Source: an optimization exercise on an open RTL-to-GDS flow (aim: small area and a short achievable clock period). Production flows keep margins and buffers that such runs may drop. RTL that was checked went through simulation tests only; none was proved equivalent to the original. Power figures rest on the tool's default switching activity, not on a simulated workload.

==> flow/design.v <==
module hard_drive_controller (
  input  logic        clock,
  input  logic        reset_n,
  input  logic        request,
  input  logic        write_enable,
  input  logic [6:0]  track,
  input  logic [13:0] sector,
  input  logic [31:0] data_write,
  output logic        ready,
  output logic        done,
  output logic        error,
  output logic [31:0] data_read,
  output logic [6:0]  head_track
);
  logic        busy_q, ready_q, seek_q, acc1_q, acc2_q, done_q, err_q;
  logic [2:0]  seek_cnt;
  logic [2:0]  head_q;
  logic        lat_we;
  logic [2:0]  lat_track;
  logic [31:0] lat_data;
  logic        accept, out_of_range;
  logic [2:0]  seek_dist;
  assign ready_q      = ~(seek_q | acc1_q | acc2_q | done_q);
  assign accept       = ready_q & request;
  assign out_of_range = (|track[6:3]) | (|sector[13:4]);
  assign seek_dist         = (track[2:0] >= head_q) ? (track[2:0] - head_q) : (head_q - track[2:0]);
  assign ready      = ~busy_q;
  assign done       = done_q;
  assign error      = err_q;
  assign head_track = {4'b0000, head_q};
  always_ff @(posedge clock or negedge reset_n) begin
    if (!reset_n) begin
      busy_q   <= 1'b0;
      seek_q   <= 1'b0;
      acc1_q   <= 1'b0;
      acc2_q   <= 1'b0;
      done_q   <= 1'b0;
      err_q    <= 1'b0;
      seek_cnt <= '0;
      head_q   <= '0;
    end else begin
      acc2_q <= acc1_q;
      done_q <= acc2_q | (accept & out_of_range);
      if (accept) begin
        busy_q   <= 1'b1;
        err_q    <= out_of_range;
        seek_q   <= ~out_of_range & (seek_dist != 3'd0);
        acc1_q   <= ~out_of_range & (seek_dist == 3'd0);
        seek_cnt <= seek_dist;
      end else begin
        if (done_q) busy_q <= 1'b0;
        if (seek_q) begin
          seek_cnt <= seek_cnt - 3'd1;
          if (seek_cnt == 3'd1) begin
            seek_q <= 1'b0;
            head_q <= lat_track;
          end
        end
        acc1_q <= seek_q & (seek_cnt == 3'd1);
      end
    end
  end
  always_ff @(posedge clock) begin
    if (ready_q) begin
      lat_we   <= write_enable;
      lat_track <= track[2:0];
      lat_data <= data_write;
    end
  end
  localparam int NR = 43;
  logic [1:0]  ph3;          
  logic        ph2;          
  logic [31:0] rp0 [NR];
  logic [31:0] rp1 [NR];
  logic [31:0] rp2 [NR-1];
  always_ff @(posedge clock) begin
    case (ph3)
      2'd0:    ph3 <= 2'd1;
      2'd1:    ph3 <= 2'd2;
      default: ph3 <= 2'd0;
    endcase
    case (ph2)
      1'b0:    ph2 <= 1'b1;
      default: ph2 <= 1'b0;
    endcase
  end
  logic [2:0] ph3_oh;
  assign ph3_oh = {ph3 == 2'd2, ph3 == 2'd1, ph3 == 2'd0};
  for (genvar k = 0; k < NR; k++) begin : g_ring
    logic we;
    assign we = we_now[k] | we_pend[k];
    if (k < NR - 1) begin : g3
      always_ff @(posedge clock) begin
        rp1[k] <= rp0[k];
        rp2[k] <= rp1[k];
        rp0[k] <= we ? ~pend_data_n : rp2[k];
      end
    end else begin : g2
      always_ff @(posedge clock) begin
        rp1[k] <= rp0[k];
        rp0[k] <= we ? ~pend_data_n : rp1[k];
      end
    end
  end
  logic [NR-1:0] rd_ring;
  logic [2:0]    rd_pos3;
  logic [1:0]    rd_pos2;
  logic [6:0]    in_idx;
  logic [NR-1:0] in_ring;
  logic [2:0]    in_slot3;
  assign in_idx = {track[2:0], sector[3:0]};
  always_comb begin
    in_ring  = '0;
    in_slot3 = '0;
    for (int a = 0; a < 126; a++)
      if (in_idx == 7'(a)) begin
        in_ring[a / 3]   = 1'b1;
        in_slot3[a % 3]  = 1'b1;
      end
    if (in_idx[6:1] == 6'd63) in_ring[NR-1] = 1'b1;
  end
  logic [2:0] nx_pos3;
  always_comb
    for (int p = 0; p < 3; p++)
      nx_pos3[p] = (ph3_oh[0] & in_slot3[(p + 2) % 3]) |
                   (ph3_oh[1] & in_slot3[(p + 1) % 3]) |
                   (ph3_oh[2] & in_slot3[p]);
  always_ff @(posedge clock) begin
    if (ready_q) begin
      rd_ring <= in_ring;
      rd_pos3 <= nx_pos3;
      rd_pos2 <= (in_idx[0] ^ ~ph2) ? 2'b10 : 2'b01;
    end else begin
      rd_pos3 <= {rd_pos3[1:0], rd_pos3[2]};
      rd_pos2 <= {rd_pos2[0], rd_pos2[1]};
    end
  end
  logic          pend_v;       
  logic [1:0]    pend_t;       
  logic [31:0]   pend_data_n;  
  logic          wr_now, last_now;
  assign wr_now   = acc2_q & lat_we;
  assign last_now = rd_ring[NR-1] ? rd_pos2[1] : rd_pos3[2];
  logic          pend_v_nx;
  logic [1:0]    pend_t_nx;
  assign pend_v_nx = (wr_now & ~last_now) | (pend_v & pend_t[1]);
  assign pend_t_nx = (wr_now & ~last_now) ? ((rd_ring[NR-1] | rd_pos3[1]) ? 2'b01 : 2'b10)
                                          : {1'b0, pend_t[1]};
  always_ff @(posedge clock) begin
    pend_v      <= pend_v_nx;
    pend_t      <= pend_t_nx;
    pend_data_n <= ~lat_data;
  end
  logic [NR-1:0] we_now;
  logic [NR-1:0] we_pend;
  always_ff @(posedge clock or negedge reset_n) begin
    if (!reset_n) we_now <= '0;
    else          we_now <= {NR{acc1_q & lat_we & (rd_ring[NR-1] ? rd_pos2[0] : rd_pos3[1])}} & rd_ring;
  end
  always_ff @(posedge clock) we_pend <= {NR{pend_v_nx & pend_t_nx[0]}} & rd_ring;
  logic        p0, p2;
  logic [31:0] rd_a, rd_b, rd01, rd_stage;
  assign p0 = rd_ring[NR-1] ? rd_pos2[0] : rd_pos3[0];
  assign p2 = ~rd_ring[NR-1] & rd_pos3[2];
  always_comb begin
    rd_a = '0;
    rd_b = '0;
    for (int k = 0; k < NR; k++) begin
      rd_a = rd_a | ({32{rd_ring[k]}} & rp0[k]);
      rd_b = rd_b | ({32{rd_ring[k]}} & rp1[k]);
    end
    rd01 = p0 ? rd_a : rd_b;
  end
  always_ff @(posedge clock) rd_stage <= rd01;
  logic        rd_load, s_a, s_b;
  logic [31:0] rd_other;
  assign rd_load  = acc2_q & ~lat_we;
  assign s_a      = rd_load & ~p2 & p0;
  assign s_b      = rd_load & ~p2 & ~p0;
  assign rd_other = (rd_load & p2) ? rd_stage : data_read;
  always_ff @(posedge clock or negedge reset_n) begin
    if (!reset_n) data_read <= '0;
    else          data_read <= ({32{s_a}} & rd_a) | ({32{s_b}} & rd_b) | ({32{~(s_a | s_b)}} & rd_other);
  end
endmodule
==> flow/config.mk <==
export PLATFORM = sky130hd
export DESIGN_NAME = hard_drive_controller
export DESIGN_NICKNAME = hard_drive_controller
export VERILOG_FILES = /design/flow/design.v
export SDC_FILE = /design/flow/constraint.sdc
export NUM_CORES = 8
export LEC_CHECK = 0
export CAP_MARGIN = 10
export CORE_MARGIN = 2
export CORE_UTILIZATION = 55
export CTS_CLUSTER_DIAMETER = 75
export CTS_CLUSTER_SIZE = 28
export SETUP_SLACK_MARGIN = 2.85
export SLEW_MARGIN = 20
==> flow/constraint.sdc <==
create_clock -name core_clock -period 5.5 [get_ports {clock}]
set_input_delay 1.1000 -clock core_clock [delete_from_list [all_inputs] [get_ports {clock}]]
set_output_delay 1.1000 -clock core_clock [all_outputs]
set_load 0.01 [all_outputs]
run.sh (not shown) runs the stock make flow with config.mk's settings and CLKGATE_MAP_FILE= SYNTH_SCRIPT=/design/flow/synth_recipe.tcl, a recipe that flattens the netlist after the stock synthesis.
Rerun with:
--- a/flow/design.v
+++ b/flow/design.v
@@ -13,5 +13,5 @@
   output logic [6:0]  head_track
 );
-  logic        busy_q, ready_q, seek_q, acc1_q, acc2_q, done_q, err_q;
+  logic        busy_q, work_q, ready_q, cap_q, seek_q, acc1_q, acc2_q, done_q, err_q;
   logic [2:0]  seek_cnt;
   logic [2:0]  head_q;
@@ -22,4 +22,5 @@
   logic [2:0]  seek_dist;
   assign ready_q      = ~(seek_q | acc1_q | acc2_q | done_q);
+  assign cap_q        = ~work_q;
   assign accept       = ready_q & request;
   assign out_of_range = (|track[6:3]) | (|sector[13:4]);
@@ -32,4 +33,5 @@
     if (!reset_n) begin
       busy_q   <= 1'b0;
+      work_q   <= 1'b0;
       seek_q   <= 1'b0;
       acc1_q   <= 1'b0;
@@ -42,4 +44,5 @@
       acc2_q <= acc1_q;
       done_q <= acc2_q | (accept & out_of_range);
+      work_q <= accept ? ~out_of_range : (seek_q | acc1_q);
       if (accept) begin
         busy_q   <= 1'b1;
@@ -62,5 +65,5 @@
   end
   always_ff @(posedge clock) begin
-    if (ready_q) begin
+    if (cap_q) begin
       lat_we   <= write_enable;
       lat_track <= track[2:0];
@@ -127,5 +130,5 @@
                    (ph3_oh[2] & in_slot3[p]);
   always_ff @(posedge clock) begin
-    if (ready_q) begin
+    if (cap_q) begin
       rd_ring <= in_ring;
       rd_pos3 <= nx_pos3;
Outcome: The new run passed the timing, design-rule and antenna checks. Area after synthesis hardly moves. Sequential cell count climbs by 1. Routed wire length drops slightly. Clock-buffer cell count climbs by 4. Design area stays flat. Via count drops slightly. Combinational power drops by well over a third. Worst hold slack got worse by 0.073 ns. Utilization barely changes. Sequential power is about the same. Synthesized cell count stays flat. Setup slack improved by 0.13 ns. Die area barely changes.
Only the layout flow was run in the first run of this note; the RTL was not checked for function there.

[re-timing with driven ports]
In the flow no input, the clock included, has a driving cell. The finished layouts below were timed again as built, in two steps. Step 1 sets driving cells, clkbuf_16 on the clock port and buf_2 on the other inputs (assumed; they add their load-dependent delay and slew). Step 2 also shifts input and output timing later by t, the mid clock arrival at the registers, as if the neighbouring blocks saw the same clock. a / b / c = ideal / step 1 / step 2; a / b = the first two.
run	t (ns)	setup WS [ns]	latest minus earliest clock arrival (ns)
the first run	0.972	2.685 / 2.685 / 2.017	0.039 / 0.039
the second run	0.970	2.815 / 2.717 / 2.020	0.049 / 0.049
After both steps setup and hold are still met in every run listed. For the second run, which loses most, drivers alone change the setup slack by -0.098 ns; drivers and shift together by -0.795 ns.
